Background: an optimization exercise with open tools, aiming at small area. Do not read the settings as production practice. Where RTL was checked, it was by simulation tests only, not by an equivalence proof against the original. No functional check of the RTL was part of run 1. Power is estimated from default activity; no workload was simulated.

## flow/design.v

```verilog
`default_nettype none
package trap_pkg;
  localparam int xlen = 32;
  localparam logic [11:0] csr_mstatus_addr = 12'h300;
  localparam logic [11:0] csr_mie_addr     = 12'h304;
  localparam logic [11:0] csr_mtvec_addr   = 12'h305;
  localparam logic [11:0] csr_mepc_addr    = 12'h341;
  localparam logic [11:0] csr_mcause_addr  = 12'h342;
  localparam logic [11:0] csr_mtval_addr   = 12'h343;
  localparam logic [11:0] csr_mip_addr     = 12'h344;
  localparam logic [11:0] csr_mtimecmp_lo_addr = 12'h7c0;
  localparam logic [11:0] csr_mtimecmp_hi_addr = 12'h7c1;
  localparam logic [11:0] csr_irq_mask_addr    = 12'h7c2;
  localparam logic [11:0] csr_mtime_lo_addr    = 12'h7c4;
  localparam logic [11:0] csr_mtime_hi_addr    = 12'h7c5;
  localparam logic [30:0] cause_timer = 31'd7;
  localparam int          ext_irq_lines   = 8;
  localparam int unsigned ext_irq_base_id = 16;
  typedef struct packed {
    logic [23:0] rsvd_hi;
    logic        mpie;
    logic [2:0]  rsvd_mid;
    logic        mie;
    logic [2:0]  rsvd_lo;
  } mstatus_t;
  typedef struct packed {
    logic [19:0] rsvd_hi;
    logic        meie;
    logic [2:0]  rsvd_mid;
    logic        mtie;
    logic [6:0]  rsvd_lo;
  } mie_t;
  typedef struct packed {
    logic [19:0] rsvd_hi;
    logic        meip;
    logic [2:0]  rsvd_mid;
    logic        mtip;
    logic [6:0]  rsvd_lo;
  } mip_t;
  typedef struct packed {
    logic       occurred;
    logic [3:0] cause;
  } exc_cause_t;
  typedef struct packed {
    logic            valid;
    logic            write;
    logic [11:0]     addr;
    logic [xlen-1:0] wdata;
  } csr_req_t;
  typedef struct packed {
    logic            trap;
    logic [xlen-1:0] mepc;
    logic [xlen-1:0] mcause;
    logic [xlen-1:0] mtval;
  } trap_info_t;
endpackage
`default_nettype wire
`default_nettype none
module trap_unit (
  input  logic                               clk,
  input  logic                               reset,
  input  logic                               stall_n,
  input  logic                               hold_flag,
  input  logic                               exception_if,
  input  logic [3:0]                         cause_if,
  input  logic                               exception_id,
  input  logic [3:0]                         cause_id,
  input  logic [trap_pkg::xlen-1:0]          pc_id_ex,
  input  logic                               jump_en,
  input  logic [trap_pkg::xlen-1:0]          jump_addr,
  input  logic                               csr_valid,
  input  logic                               csr_write,
  input  logic [11:0]                        csr_addr,
  input  logic [trap_pkg::xlen-1:0]          csr_wdata,
  input  logic                               mret,
  input  logic [trap_pkg::ext_irq_lines-1:0] irq_lines,
  output logic [trap_pkg::xlen-1:0]          csr_rdata,
  output logic                               trap_taken,
  output logic [trap_pkg::xlen-1:0]          trap_target,
  output logic                               any_interrupt
);
  logic sel_mstatus, sel_mie, sel_mtvec, sel_mepc, sel_mcause, sel_mtval, sel_mip;
  logic sel_cmp_lo, sel_cmp_hi, sel_mask, sel_time_lo, sel_time_hi;
  logic csr_wr;
  assign sel_mstatus = csr_addr == trap_pkg::csr_mstatus_addr;
  assign sel_mie     = csr_addr == trap_pkg::csr_mie_addr;
  assign sel_mtvec   = csr_addr == trap_pkg::csr_mtvec_addr;
  assign sel_mepc    = csr_addr == trap_pkg::csr_mepc_addr;
  assign sel_mcause  = csr_addr == trap_pkg::csr_mcause_addr;
  assign sel_mtval   = csr_addr == trap_pkg::csr_mtval_addr;
  assign sel_mip     = csr_addr == trap_pkg::csr_mip_addr;
  assign sel_cmp_lo  = csr_addr == trap_pkg::csr_mtimecmp_lo_addr;
  assign sel_cmp_hi  = csr_addr == trap_pkg::csr_mtimecmp_hi_addr;
  assign sel_mask    = csr_addr == trap_pkg::csr_irq_mask_addr;
  assign sel_time_lo = csr_addr == trap_pkg::csr_mtime_lo_addr;
  assign sel_time_hi = csr_addr == trap_pkg::csr_mtime_hi_addr;
  assign csr_wr      = csr_valid && csr_write;
  logic       exc_if_occ, exc_ex_occ;
  logic [3:0] exc_if_cause, exc_ex_cause;
  always_ff @(posedge clk) begin
    if (reset || hold_flag) begin
      exc_if_occ <= 1'b0;
      exc_ex_occ <= 1'b0;
    end else if (stall_n) begin
      exc_if_occ <= exception_if;
      exc_ex_occ <= exception_id || exc_if_occ;
    end
  end
  always_ff @(posedge clk) begin
    if (stall_n) begin
      exc_if_cause <= cause_if;
      exc_ex_cause <= exception_id ? cause_id : exc_if_cause;
    end
  end
  logic [7:0] irq_mask;
  logic [7:0] pending;
  logic       meip;
  logic [2:0] ext_line;
  always_ff @(posedge clk) begin
    if (reset) begin
      irq_mask <= '0;
    end else if (csr_wr && sel_mask) begin
      irq_mask <= csr_wdata[7:0];
    end
  end
  assign pending = irq_lines & irq_mask;
  assign meip    = |pending;
  always_comb begin
    ext_line = 3'd0;
    for (int i = 7; i >= 0; i--) begin
      if (pending[i]) ext_line = 3'(i);
    end
  end
  logic [63:0] mtime;
  logic [63:0] mtimecmp;
  logic        mtip;
  logic        inc_en;
  logic [8:0]  blk_carry;
  logic [64:0] carry;
  logic [63:0] mtime_inc;
  logic        time_ge;
  assign inc_en = !(csr_wr && (sel_time_lo || sel_time_hi));
  always_comb begin
    blk_carry[0] = inc_en;
    for (int k = 0; k < 8; k++) blk_carry[k+1] = blk_carry[k] & (&mtime[8*k +: 8]);
    for (int k = 0; k < 8; k++) begin
      carry[8*k] = blk_carry[k];
      for (int j = 0; j < 8; j++) begin
        mtime_inc[8*k+j] = mtime[8*k+j] ^ carry[8*k+j];
        carry[8*k+j+1]   = mtime[8*k+j] & carry[8*k+j];
      end
    end
  end
  logic [31:0] wdata_rst0;
  assign wdata_rst0 = reset ? 32'd0 : csr_wdata;
  always_ff @(posedge clk) begin
    mtime[31:0]  <= (reset || (csr_wr && sel_time_lo)) ? wdata_rst0 : mtime_inc[31:0];
    mtime[63:32] <= (reset || (csr_wr && sel_time_hi)) ? wdata_rst0 : mtime_inc[63:32];
  end
  logic [63:0] mtimecmp_n;
  assign mtimecmp = ~mtimecmp_n;
  logic [31:0] wdata_n_rst0;
  assign wdata_n_rst0 = reset ? 32'd0 : ~csr_wdata;
  always_ff @(posedge clk) begin
    if (reset || (csr_wr && sel_cmp_lo)) mtimecmp_n[31:0]  <= wdata_n_rst0;
    if (reset || (csr_wr && sel_cmp_hi)) mtimecmp_n[63:32] <= wdata_n_rst0;
  end
  always_comb begin
    logic ge_blk, gt_blk;
    time_ge = 1'b1;
    for (int k = 0; k < 8; k++) begin
      ge_blk = 1'b1;
      gt_blk = 1'b0;
      for (int j = 0; j < 8; j++) begin
        ge_blk = (mtime[8*k+j] & mtimecmp_n[8*k+j]) | (mtime[8*k+j] & ge_blk) | (mtimecmp_n[8*k+j] & ge_blk);
        gt_blk = (mtime[8*k+j] & mtimecmp_n[8*k+j]) | (mtime[8*k+j] & gt_blk) | (mtimecmp_n[8*k+j] & gt_blk);
      end
      time_ge = time_ge ? ge_blk : gt_blk;
    end
  end
  always_ff @(posedge clk) begin
    if (reset) begin
      mtip <= 1'b0;
    end else begin
      mtip <= time_ge;
    end
  end
  logic mstatus_mie, mstatus_mpie;
  logic mie_meie, mie_mtie;
  logic ext_req, timer_req;
  logic ready_interrupt;
  logic int_ext;
  logic [2:0] int_line;
  assign ext_req       = mie_meie && meip;
  assign timer_req     = mie_mtie && mtip;
  assign any_interrupt = ext_req || timer_req;
  always_ff @(posedge clk) begin
    if (reset || ready_interrupt || !stall_n) begin
      ready_interrupt <= 1'b0;
    end else begin
      ready_interrupt <= any_interrupt && mstatus_mie && !exc_ex_occ;
    end
  end
  always_ff @(posedge clk) begin
    int_ext  <= ext_req;
    int_line <= ext_req ? ext_line : 3'd7;
  end
  logic [1:0]  jmp_pending;
  logic [31:0] last_jump_addr;
  always_ff @(posedge clk) begin
    if (reset) begin
      jmp_pending <= 2'b00;
    end else if (stall_n) begin
      jmp_pending <= jump_en ? 2'b11 : {jmp_pending[0], 1'b0};
    end
  end
  always_ff @(posedge clk) begin
    if (stall_n && jump_en) begin
      last_jump_addr <= jump_addr;
    end
  end
  logic       int_taken;
  logic [4:0] trap_code;
  assign int_taken  = ready_interrupt && !exc_ex_occ;
  assign trap_taken = ready_interrupt || exc_ex_occ;
  assign trap_code  = int_taken ? {int_ext, 1'b0, int_line} : {1'b0, exc_ex_cause};
  logic [31:0] mtvec;
  logic [31:0] mepc;
  logic [31:0] mcause;
  logic [31:0] mtval;
  always_ff @(posedge clk) begin
    if (reset) begin
      mstatus_mie  <= 1'b0;
      mstatus_mpie <= 1'b0;
    end else if (trap_taken) begin
      mstatus_mpie <= mstatus_mie;
      mstatus_mie  <= 1'b0;
    end else if (mret) begin
      mstatus_mie  <= mstatus_mpie;
      mstatus_mpie <= 1'b1;
    end else if (csr_wr && sel_mstatus) begin
      mstatus_mie  <= csr_wdata[3];
      mstatus_mpie <= csr_wdata[7];
    end
  end
  always_ff @(posedge clk) begin
    if (reset) begin
      mie_meie <= 1'b0;
      mie_mtie <= 1'b0;
    end else if (csr_wr && sel_mie) begin
      mie_meie <= csr_wdata[11];
      mie_mtie <= csr_wdata[7];
    end
  end
  always_ff @(posedge clk) begin
    if (reset || (csr_wr && sel_mtvec)) begin
      mtvec <= wdata_rst0;
    end
  end
  always_ff @(posedge clk) begin
    if (reset) begin
      mepc <= '0;
    end else if (trap_taken) begin
      mepc <= jmp_pending[1] ? last_jump_addr : pc_id_ex;
    end else if (csr_wr && sel_mepc) begin
      mepc <= {csr_wdata[31:2], 2'b00};
    end
  end
  always_ff @(posedge clk) begin
    if (trap_taken) begin
      mcause <= {int_taken, 26'd0, trap_code};
      mtval  <= '0;
    end else if (csr_wr) begin
      if (sel_mcause) mcause <= csr_wdata;
      if (sel_mtval)  mtval  <= csr_wdata;
    end
  end
  logic        vec_int;
  logic [4:0]  vec_add;
  logic [5:0]  low_sum;
  logic [5:0]  grp_ones;
  logic [24:0] hi_pre;
  logic [24:0] hi_flip;
  assign vec_int = int_taken && mtvec[1:0] == 2'b01;
  assign vec_add = vec_int ? trap_code : 5'd0;
  assign low_sum = {1'b0, mtvec[6:2]} + {1'b0, vec_add};
  always_comb begin
    for (int k = 0; k < 5; k++) begin
      hi_pre[5*k] = 1'b1;
      for (int j = 1; j < 5; j++) hi_pre[5*k+j] = hi_pre[5*k+j-1] & mtvec[7+5*k+j-1];
    end
    grp_ones[0] = 1'b1;
    for (int k = 0; k < 5; k++) grp_ones[k+1] = grp_ones[k] & hi_pre[5*k+4] & mtvec[7+5*k+4];
    for (int k = 0; k < 5; k++)
      for (int j = 0; j < 5; j++)
        hi_flip[5*k+j] = grp_ones[k] & hi_pre[5*k+j];
  end
  assign trap_target = {mtvec[31:7] ^ ({25{low_sum[5]}} & hi_flip), low_sum[4:0], 2'b00};
  logic rd_mstatus, rd_mie, rd_mtvec, rd_mepc, rd_mcause, rd_mtval, rd_mip;
  logic rd_cmp_lo, rd_cmp_hi, rd_mask, rd_time_lo, rd_time_hi;
  assign rd_mstatus = csr_valid && sel_mstatus;
  assign rd_mie     = csr_valid && sel_mie;
  assign rd_mtvec   = csr_valid && sel_mtvec;
  assign rd_mepc    = csr_valid && sel_mepc;
  assign rd_mcause  = csr_valid && sel_mcause;
  assign rd_mtval   = csr_valid && sel_mtval;
  assign rd_mip     = csr_valid && sel_mip;
  assign rd_cmp_lo  = csr_valid && sel_cmp_lo;
  assign rd_cmp_hi  = csr_valid && sel_cmp_hi;
  assign rd_mask    = csr_valid && sel_mask;
  assign rd_time_lo = csr_valid && sel_time_lo;
  assign rd_time_hi = csr_valid && sel_time_hi;
  assign csr_rdata =
      ({32{rd_mstatus}} & {24'd0, mstatus_mpie, 3'd0, mstatus_mie, 3'd0}) |
      ({32{rd_mie}}     & {20'd0, mie_meie, 3'd0, mie_mtie, 7'd0}) |
      ({32{rd_mtvec}}   & mtvec) |
      ({32{rd_mepc}}    & mepc) |
      ({32{rd_mcause}}  & mcause) |
      ({32{rd_mtval}}   & mtval) |
      ({32{rd_mip}}     & {20'd0, meip, 3'd0, mtip, 7'd0}) |
      ({32{rd_cmp_lo}}  & mtimecmp[31:0]) |
      ({32{rd_cmp_hi}}  & mtimecmp[63:32]) |
      ({32{rd_mask}}    & {24'd0, irq_mask}) |
      ({32{rd_time_lo}} & mtime[31:0]) |
      ({32{rd_time_hi}} & mtime[63:32]);
endmodule
`default_nettype wire
```

## flow/standard.sh

```bash
#!/bin/bash
# synth_recipe.tcl (not shown) runs the flow's synth.tcl, then flattens the netlist and writes it again
# the make line also repeats each setting of config.mk as NAME=value (left out here)
make -C /OpenROAD-flow-scripts/flow DESIGN_CONFIG=/design/flow/config.mk WORK_HOME=/design/flow/orfs CLKGATE_MAP_FILE= SYNTH_SCRIPT=/design/flow/synth_recipe.tcl "${@:-finish}"
```

## flow/flow/area.abc

```
strash
&get -n
&st
&dch
&nf
&put
topo
stime -c
```

## flow/constraint.sdc

```tcl
create_clock -name core_clock -period 5.5 [get_ports {clk}]
set_input_delay 1.1000 -clock core_clock [delete_from_list [all_inputs] [get_ports {clk}]]
set_output_delay 1.1000 -clock core_clock [all_outputs]
set_load 0.01 [all_outputs]
```

## flow/flow/run.sh

```bash
#!/bin/bash
# Own flow: the standard layout (standard.sh) with
#  - port buffers made from the smallest buffer cell (buf_1),
#  - a clock tree without dummy loads,
#  - (if flow/area.abc exists) an area-oriented ABC mapping script in the synthesis.
# Each tool's output is logged in this folder (standard_flow.log, and ORFS's own logs under orfs/logs).
set -euo pipefail
W=$(pwd)
export OWN_WORK=$W
export OWN_ABC_SCRIPT=$W/flow/area.abc
export BUFFER_PORTS_ARGS="-buffer_cell sky130_fd_sc_hd__buf_1"
export CTS_ARGS="-sink_clustering_enable -repair_clock_nets -dont_use_dummy_load -buf_list sky130_fd_sc_hd__clkbuf_8 -sink_clustering_size 14 -sink_buffer_max_cap_derate 1.0 -sink_clustering_max_diameter 100"
bash standard.sh "SYNTH_SCRIPT=$W/flow/synth_wrap.tcl" "BUFFER_PORTS_ARGS=$BUFFER_PORTS_ARGS" "CTS_ARGS=$CTS_ARGS"  finish > standard_flow.log 2>&1
```

## flow/flow/synth_wrap.tcl

```tcl
# The standard flow's synthesis script with Yosys's abc call given the area-oriented ABC script in
# flow/area.abc; every other step (registers included) is the standard synthesis's.
proc abc {args} {
  set i [lsearch -exact $args -script]
  if {$i >= 0} { lset args [expr {$i + 1}] $::env(OWN_ABC_SCRIPT) }
  yosys abc {*}$args
}
source $::env(OWN_WORK)/synth_recipe.tcl
```

## flow/config.mk

```make
export PLATFORM = sky130hd
export DESIGN_NAME = trap_unit
export DESIGN_NICKNAME = trap_unit
export VERILOG_FILES = /design/flow/design.v
export SDC_FILE = /design/flow/constraint.sdc
export NUM_CORES = 4
export LEC_CHECK = 0
export CAP_MARGIN = 20
export CORE_MARGIN = 2
export CORE_UTILIZATION = 40
export SLEW_MARGIN = 20
```

==> summary.txt, run 1 <==
Post-synth EDFFs = 142
Min-Delay Path Class = reg2reg
Final Critical Period = 5.39 ns
Mapped Cells = 1548
RePlAce Congestion = 0.882
r2r worst-path depth = 19
worst hold endpoint = mepc[7]
Core Footprint = 0.0367 mm²
Layout area overhead = 14.5%
Max Root-Sink Buffers = 3
Peak VDD IR = 173 µV
Final setup viols = 0
largest net degree at the start of global routing = 57
WP data arrival = 4.29 ns
Final Skew = 0.0272 ns
WHS Path Cells = 2
io pins = 200
maximum clock rate = 185 MHz
first-pass GRT wire length = 78.3 mm
commonest non-fill, non-tap cells in the layout = nor2_1, buf_1, dfxtp_1
Hold Violations, Final = 0
buffers added on ports = 197
DRC = 0
vias in the first global route = 13100
vias = 13500
fillcell total = 3609
Synth Cell Area = 0.0149 mm²
status = complete, no violations
share of power burned in registers = 63.2%
Reg2Reg Setup Slack = 1.40 ns
Primary FF master, synth = dfxtp_1
register bit count reported by yosys = 318
CP startpoint kind = flip-flop
most common cell after layout, fill and taps aside = nor2_1
clk slew on worst S/H paths = 0.10 ns
fin crit share = 98.1%
Post-Route WL = 51.8 mm
DRT iter0 DRCs = 1294
clk sinks = 318
die area = 0.0389 mm²
cts bufs inserted = 26
clock share of power = 28.6%
Syn Area/Cell = 9.64 µm²
Synth cell types = 53
share of post-route cells with drive strength above 1 = 5.41%
drt first pass iters = 9
total gr overflow = 0
CP endpoint kind = primary output
Logic pwr share = 8.2%
CP Max Fanout = 4
worst skew pair latency = 0.62 ns
DP Wirelength = 35.4 mm
Vias/cell = 5.92
Hold Crit Start = mepc[7]
antenna fix cells = 0
H-tree levels = 1
worst hold margin = 0.464 ns
clock root buffer = clkbuf_8
P_sw = 0.00110 W
Die X-Extent = 197 µm
Row Count = 70
Lkg Pwr = 6.17 nW
Slew Limit Fails = 0
wire per inst = 22.7 µm
Reg-to-Reg End = mtime[63]
critical path required time = 4.40 ns
switching share of power = 26.1%
synthesis warning total = 1
Seq/Total Area, Yosys = 52.2%
Tightest Pin Transition = 1.04 ns
Post-Route Utilization = 46.6%
Starting Density = 40.7%
Routed Antenna Nets = 0
initial antenna violation count = 0
Final nets = 2009
GRT Util Overall = 26.5%
MaxCap Viol Count = 0
Worst slew margin = 30.2%
asr flop ratio synth = 0%
CTS tree = built
WS Path Type = reg2out
reg-to-reg critical path startpoint = mtime[2]
Die Ht = 197 µm
Cell Int Power = 0.00311 W
Power Density = 246 mW/mm²
[state kept, by name (all words and copies together), names as in the netlist, 2 cells and up]
signal	flops
mtime	64
int_line	3
mepc	32
jmp_pending	2
exc_if_cause	4
exc_ex_cause	4
mtval	32
mcause	32
irq_mask	8
mtimecmp_n	64
mtvec	32
last_jump_addr	32
[kinds of logic (layout without fill, tap and decap cells)]
group / count (synthesis) / in the layout / synth area share, %
AOI/OAI and AO/OA: 459 / 459 / 19.7
buffers and inverters: 51 / 311 / 1.33
DFF: 318 / 318 / 52.2
adders and majority gates: 67 / 67 / 5.60
other: 1 / 3 / 0.0251
xor gates and xnor gates: 28 / 28 / 1.64
and+or+nand+nor: 582 / 582 / 16.7
muxes: 42 / 42 / 2.86
[final cells by class]
cell class              count  area (µm²)  area share, %
clock buffers              26         358           2.09
repair buffers            236        1050           6.14
flip-flops and latches    318        7790           45.6
well taps                 468         586           3.43
multi-input cells        1181        7120           41.7
inverters                  49         184           1.08
[power groups by stage]
| stage | Combinational [W] | Sequential [W] | Clock [W] |
|---|---|---|---|
| finish | 0.000345 | 0.00266 | 0.00120 |
| global route | 0.000382 | 0.00267 | 0.00131 |
| CTS | 0.000345 | 0.00265 | 0.00123 |
| detailed placement | 0.000343 | 0.00271 | 0 |
| global placement | 0.000337 | 0.00271 | 0 |
| floorplan | 0.000170 | 0.00268 | 0 |
[worst max-delay path, stage by stage, from the launching register on]
cell      delay [ns]
edfxtp_1        0.41
nor2b_2         0.20
and3_1          0.22
ha_4            0.29
a21oi_1         0.08
o21ai_1         0.14
buf_4           0.15
o2111a_2        0.25
and3_1          0.19
and3_4          0.21
and4_4          0.24
and2_4          0.14
and3_4          0.19
and4_4          0.28
nand3_4         0.11
nor2_4          0.15
buf_4           0.12
xor2_1          0.14
buf_1           0.17
[metal layers]
layer	vias up	wire [µm]	part of all wire (%)	global-route usage, %
met4	0	1280	2.5	7.35
met1	6513	22200	43	36.0
met3	90	3280	6.3	2.65
met2	557	25000	48	45.0
li1	6329	-	-	-
met5	-	0	0	0
[cells in the mapped netlist (11+ instances only)]
library cell / number / share of area (%)
o2111ai_1: 17 / 1.0
o211ai_1: 22 / 1.1
clkinv_1: 49 / 1.2
a221oi_1: 38 / 2.2
mux2i_1: 37 / 2.5
nand2_1: 173 / 4.4
o22ai_1: 29 / 1.2
a22oi_1: 33 / 1.7
nand2b_1: 32 / 1.3
a21oi_1: 79 / 2.6
o21ai_0: 170 / 5.7
a222oi_1: 20 / 1.3
dfxtp_1: 176 / 24
xor2_1: 18 / 1.1
nand4_1: 17 / 0.71
nor3_1: 45 / 1.5
a31oi_1: 11 / 0.46
ha_1: 62 / 5.2
nand3_1: 14 / 0.47
edfxtp_1: 142 / 29
nor2_1: 267 / 6.7
[worst max path at each step]
| stage | start | end | slack (ns) |
|---|---|---|---|
| after floorplan | csr_addr[5] | mtime[63] | 0.23 |
| after global placement | csr_addr[4] | mtime[63] | 0.31 |
| after detailed placement | csr_addr[5] | mtime[63] | 0.04 |
| after CTS | mtvec[0] | trap_target[31] | 0.02 |
| after global routing | mtvec[0] | trap_target[29] | -0.07 |
| final | mtvec[0] | trap_target[29] | 0.11 |
[timing repair]
action | in CTS | in global routing
pin swaps | 0 | 5
setup endpoints to repair | 4 | 3
resized for setup | 12 | 11
setup buffers | 0 | 1
hold buffers | 0 | 0
[metrics by stage]
step / setup TNS, ns / worst slack, ns / total power (W) / instance area [µm²] / instances
6_report: 0 / 0.107 / 0.00421 / 17100 / 2278
5_1_grt: -0.162 / -0.0701 / 0.00436 / 17100 / 2278
4_1_cts: 0 / 0.0162 / 0.00423 / 17000 / 2277
3_5_place_dp: 0 / 0.0437 / 0.00305 / 16600 / 2251
3_3_place_gp: 0 / 0.308 / 0.00304 / 16600 / 2251
2_1_floorplan: 0 / 0.227 / 0.00285 / 14900 / 1550
==> run 2, diff against run 1 <==
--- a/flow/design.v
+++ b/flow/design.v
@@ -135,19 +135,19 @@
   logic [63:0] mtimecmp;
   logic        mtip;
   logic        inc_en;
-  logic [8:0]  blk_carry;
+  logic [4:0]  blk_carry;
   logic [64:0] carry;
   logic [63:0] mtime_inc;
   logic        time_ge;
   assign inc_en = !(csr_wr && (sel_time_lo || sel_time_hi));
   always_comb begin
     blk_carry[0] = inc_en;
-    for (int k = 0; k < 8; k++) blk_carry[k+1] = blk_carry[k] & (&mtime[8*k +: 8]);
-    for (int k = 0; k < 8; k++) begin
-      carry[8*k] = blk_carry[k];
-      for (int j = 0; j < 8; j++) begin
-        mtime_inc[8*k+j] = mtime[8*k+j] ^ carry[8*k+j];
-        carry[8*k+j+1]   = mtime[8*k+j] & carry[8*k+j];
+    for (int k = 0; k < 4; k++) blk_carry[k+1] = blk_carry[k] & (&mtime[16*k +: 16]);
+    for (int k = 0; k < 4; k++) begin
+      carry[16*k] = blk_carry[k];
+      for (int j = 0; j < 16; j++) begin
+        mtime_inc[16*k+j] = mtime[16*k+j] ^ carry[16*k+j];
+        carry[16*k+j+1]   = mtime[16*k+j] & carry[16*k+j];
       end
     end
   end
@@ -159,11 +159,13 @@
   end
   logic [63:0] mtimecmp_n;
   assign mtimecmp = ~mtimecmp_n;
-  logic [31:0] wdata_n_rst0;
-  assign wdata_n_rst0 = reset ? 32'd0 : ~csr_wdata;
   always_ff @(posedge clk) begin
-    if (reset || (csr_wr && sel_cmp_lo)) mtimecmp_n[31:0]  <= wdata_n_rst0;
-    if (reset || (csr_wr && sel_cmp_hi)) mtimecmp_n[63:32] <= wdata_n_rst0;
+    if (reset) begin
+      mtimecmp_n <= '0;
+    end else if (csr_wr) begin
+      if (sel_cmp_lo) mtimecmp_n[31:0]  <= ~csr_wdata;
+      if (sel_cmp_hi) mtimecmp_n[63:32] <= ~csr_wdata;
+    end
   end
   always_comb begin
     logic ge_blk, gt_blk;
@@ -253,8 +255,10 @@
     end
   end
   always_ff @(posedge clk) begin
-    if (reset || (csr_wr && sel_mtvec)) begin
-      mtvec <= wdata_rst0;
+    if (reset) begin
+      mtvec <= '0;
+    end else if (csr_wr && sel_mtvec) begin
+      mtvec <= csr_wdata;
     end
   end
   always_ff @(posedge clk) begin
==> summary.txt, run 2 <==
Syn Area/Cell = 8.85 µm² (-8.2%)
Slew Limit Fails = 0 (unchanged)
MaxCap Viol Count = 0 (unchanged)
maximum clock rate = 192 MHz (+3.8%)
worst skew pair latency = 0.59 ns (-0.03 ns)
total gr overflow = 0 (unchanged)
Primary FF master, synth = dfxtp_1
Peak VDD IR = 175 µV (+1.4%)
setup TNS = 0 ns (unchanged)
DRT iter0 DRCs = 1122 (-13%)
buffers added on ports = 197 (unchanged)
Die X-Extent = 196 µm (-0.58%)
Final Instance Area = 0.0169 mm² (-1.1%)
RePlAce Congestion = 0.864 (-2.1%)
Starting Density = 40.5% (-0.19 points)
Mapped Cells = 1666 (+7.6%)
Post-synth EDFFs = 46 (-68%)
Tightest Pin Transition = 1.01 ns (-0.0292 ns)
CTS tree = built
Final setup viols = 0 (unchanged)
Min-Delay Path Class = reg2reg
dpl cell area = 0.0165 mm² (-1.0%)
Core Footprint = 0.0364 mm² (-0.72%)
io pins = 200 (unchanged)
CP Max Fanout = 5 (+1)
fin crit share = 94.5% (-3.6 points)
wire per inst = 21.2 µm (-6.6%)
Power Density = 231 mW/mm² (-6.2%)
switching share of power = 25.3% (-0.71 points)
DRC = 0 (unchanged)
critical path required time = 4.40 ns (about the same)
Reg2Reg Setup Slack = 1.29 ns (-0.11 ns)
P_sw = 0.000989 W (-9.8%)
worst hold endpoint = exc_if_occ
WS Path Type = reg2out
initial antenna violation count = 1 (+1)
clk sinks = 318 (unchanged)
Row Count = 70 (unchanged)
clock root buffer = clkbuf_8
share of power burned in registers = 63.0% (-0.2 points)
Synth area leader = dfxtp_1
Synth Cell Area = 0.0148 mm² (-1.2%)
H-tree levels = 1 (unchanged)
cts bufs inserted = 26 (unchanged)
r2r worst-path depth = 13 (-6)
DP Wirelength = 34.1 mm (-3.7%)
top cell type's share of synthesized area = 36.9% (+8.3 points)
Post-synth top cells = nor2_1, dfxtp_1, nand2_1
drt first pass iters = 5 (-4)
Vias/cell = 5.92 (about the same)
most common cell after layout, fill and taps aside = nor2_1
clock share of power = 30.7% (+2.1 points)
Final Skew = 0.0332 ns (+0.00594 ns)
biggest registers after layout = mtime (64), mtimecmp_n (64)
WHS Path Cells = 2 (unchanged)
Hold Violations, Final = 0 (unchanged)
status = complete, no violations
die area = 0.0384 mm² (-1.1%)
WP data arrival = 4.10 ns (-0.19 ns)
most numerous cell in the Yosys netlist = nor2_1
CP endpoint kind = primary output
Final Critical Period = 5.20 ns (-0.196 ns)
synthesis warning total = 1 (unchanged)
worst hold margin = 0.480 ns (+0.0160 ns)
first-pass GRT wire length = 78.7 mm (+0.55%)
Worst slew margin = 32.7% (+2.5 points)
Synth cell types = 49 (-7.5%)
register bit count reported by yosys = 318 (unchanged)
commonest non-fill, non-tap cells in the layout = nor2_1, dfxtp_1, buf_1
CP startpoint kind = flip-flop
vias = 14200 (+5.0%)
share of post-route cells with drive strength above 1 = 5.14% (-0.27 points)
Layout area overhead = 14.5% (about the same)
Logic pwr share = 6.3% (-1.9 points)
vias in the first global route = 13600 (+3.9%)
Routed Antenna Nets = 0 (unchanged)
asr flop ratio synth = 0% (unchanged)
Hold Crit Start = exc_if_occ
GRT Util Overall = 26.0% (-0.50 points)
reg-to-reg critical path startpoint = mtime[3]
Max Root-Sink Buffers = 3 (unchanged)
Die Ht = 196 µm (-0.58%)
crit path launch = mtvec[1]
clk slew on worst S/H paths = 0.09 ns (about the same)
Final nets = 2129 (+6.0%)
Reg-to-Reg End = mtip
Lkg Pwr = 6.17 nW (+0.12%)
Seq/Total Area, Yosys = 46.3% (-5.9 points)
CTS Hold Bufs = 0 (unchanged)
largest net degree at the start of global routing = 115 (+100%)
antenna fix cells = 0 (unchanged)
synth top area cells = dfxtp_1, edfxtp_1, nor2_1, ha_1, o21ai_0
Cell Int Power = 0.00291 W (-6.3%)
Post-Route WL = 50.8 mm (-1.9%)
## run 2: what timing repair did
item / in CTS / in global routing
pin swaps: 2 / 4
resized for setup: 8 / 7
endpoints found under the setup margin: 2 / 3
setup buffers: 1 / 1
## run 2: layout make-up
cell class,count,area [µm²]
multi-input combinational,1338,8040
inverter,10,37.5
tap,468,586
fill,3672,19500
clock buffer,26,358
sequential,318,6830
timing repair buffer,234,1050
## run 2: cell families after synthesis
kind of cell | Yosys count | synth area share [%]
AO/OA/AOI/OAI | 551 | 24.7
XOR/XNOR | 23 | 1.37
adder cells (fa/ha/maj) | 77 | 6.41
buffers and inverters | 12 | 0.356
flip-flops | 318 | 46.3
multiplexers | 13 | 0.925
other | 1 | 0.0254
AND/OR/NAND/NOR | 671 | 20.0
## run 2: worst max-delay path by stage
stage | slack (ns) | cells past startpoint | end
floorplan | 0.0009 | 26 | mtime[63]
global placement | 0.13 | 27 | mtime[63]
detailed placement | 0.08 | 27 | mtime[63]
CTS | 0.009 | 17 | trap_target[31]
global route | -0.03 | 19 | trap_target[31]
finish | 0.30 | 18 | trap_target[31]
## run 2: through the flow
stage          power, W  utilization [%]  instances  setup WS [ns]
2_1_floorplan   0.00261                -       1668       0.000868
6_report        0.00390             46.4       2394          0.303
4_1_cts         0.00394             46.2       2393        0.00946
5_1_grt         0.00405             46.4       2394        -0.0252
3_3_place_gp    0.00275             45.2       2366          0.134
3_5_place_dp    0.00276             45.2       2366         0.0794
## run 2: power groups by stage
stage                     clock (W)  sequential [W]  combinational, W
after global placement            0         0.00251          0.000243
final                       0.00120         0.00246          0.000246
after floorplan                   0         0.00250          0.000109
after detailed placement          0         0.00251          0.000248
after global routing        0.00131         0.00247          0.000276
after CTS                   0.00123         0.00246          0.000249
## run 2: critical path, cell delays in order, from the launching register on
cell,delay (ns)
dfxtp_1,0.41
nor2b_4,0.08
and3_1,0.22
ha_4,0.30
a21oi_1,0.09
nand3b_1,0.16
o211ai_1,0.09
buf_4,0.16
and4_1,0.23
and3_1,0.22
and3_4,0.22
nand3_2,0.12
nor2_2,0.17
and4_1,0.26
nand3_2,0.15
nor2_4,0.14
nand3_2,0.13
xnor2_2,0.20
buf_2,0.18
## run 2: layer usage
layer / global-route usage, % / wire length (µm)
met2: 43.7 / 24100
met1: 35.4 / 22600
met4: 7.15 / 1270
met5: 0 / 0
met3: 2.94 / 2860

==> separate check: timing with driven ports <==
The flow's constraints put no driver on any port. The routed layouts listed below were extracted and timed again, unchanged, in two steps. Step 1 sets driving cells, clkbuf_16 on the clock port and buf_2 on the other inputs (assumed; they add their load-dependent delay and slew). Step 2 moves the port delays by t, midway between the first and last clock arrival at a register: inputs arrive t later, outputs are due t later. That takes back most of the time a late clock gives input paths. Slacks: no drivers / after step 1 / after step 2; pairs: no drivers / after step 1.
run	t (ns)	setup WS [ns]	pins driven straight from the clock port
run 1	0.652	0.107 / 0.058 / 0.045	1
run 2	0.621	0.303 / 0.255 / 0.081	1
After both steps every run listed still meets setup and hold. For run 2, which loses most, drivers alone change the setup slack by -0.048 ns; drivers and shift together by -0.222 ns.
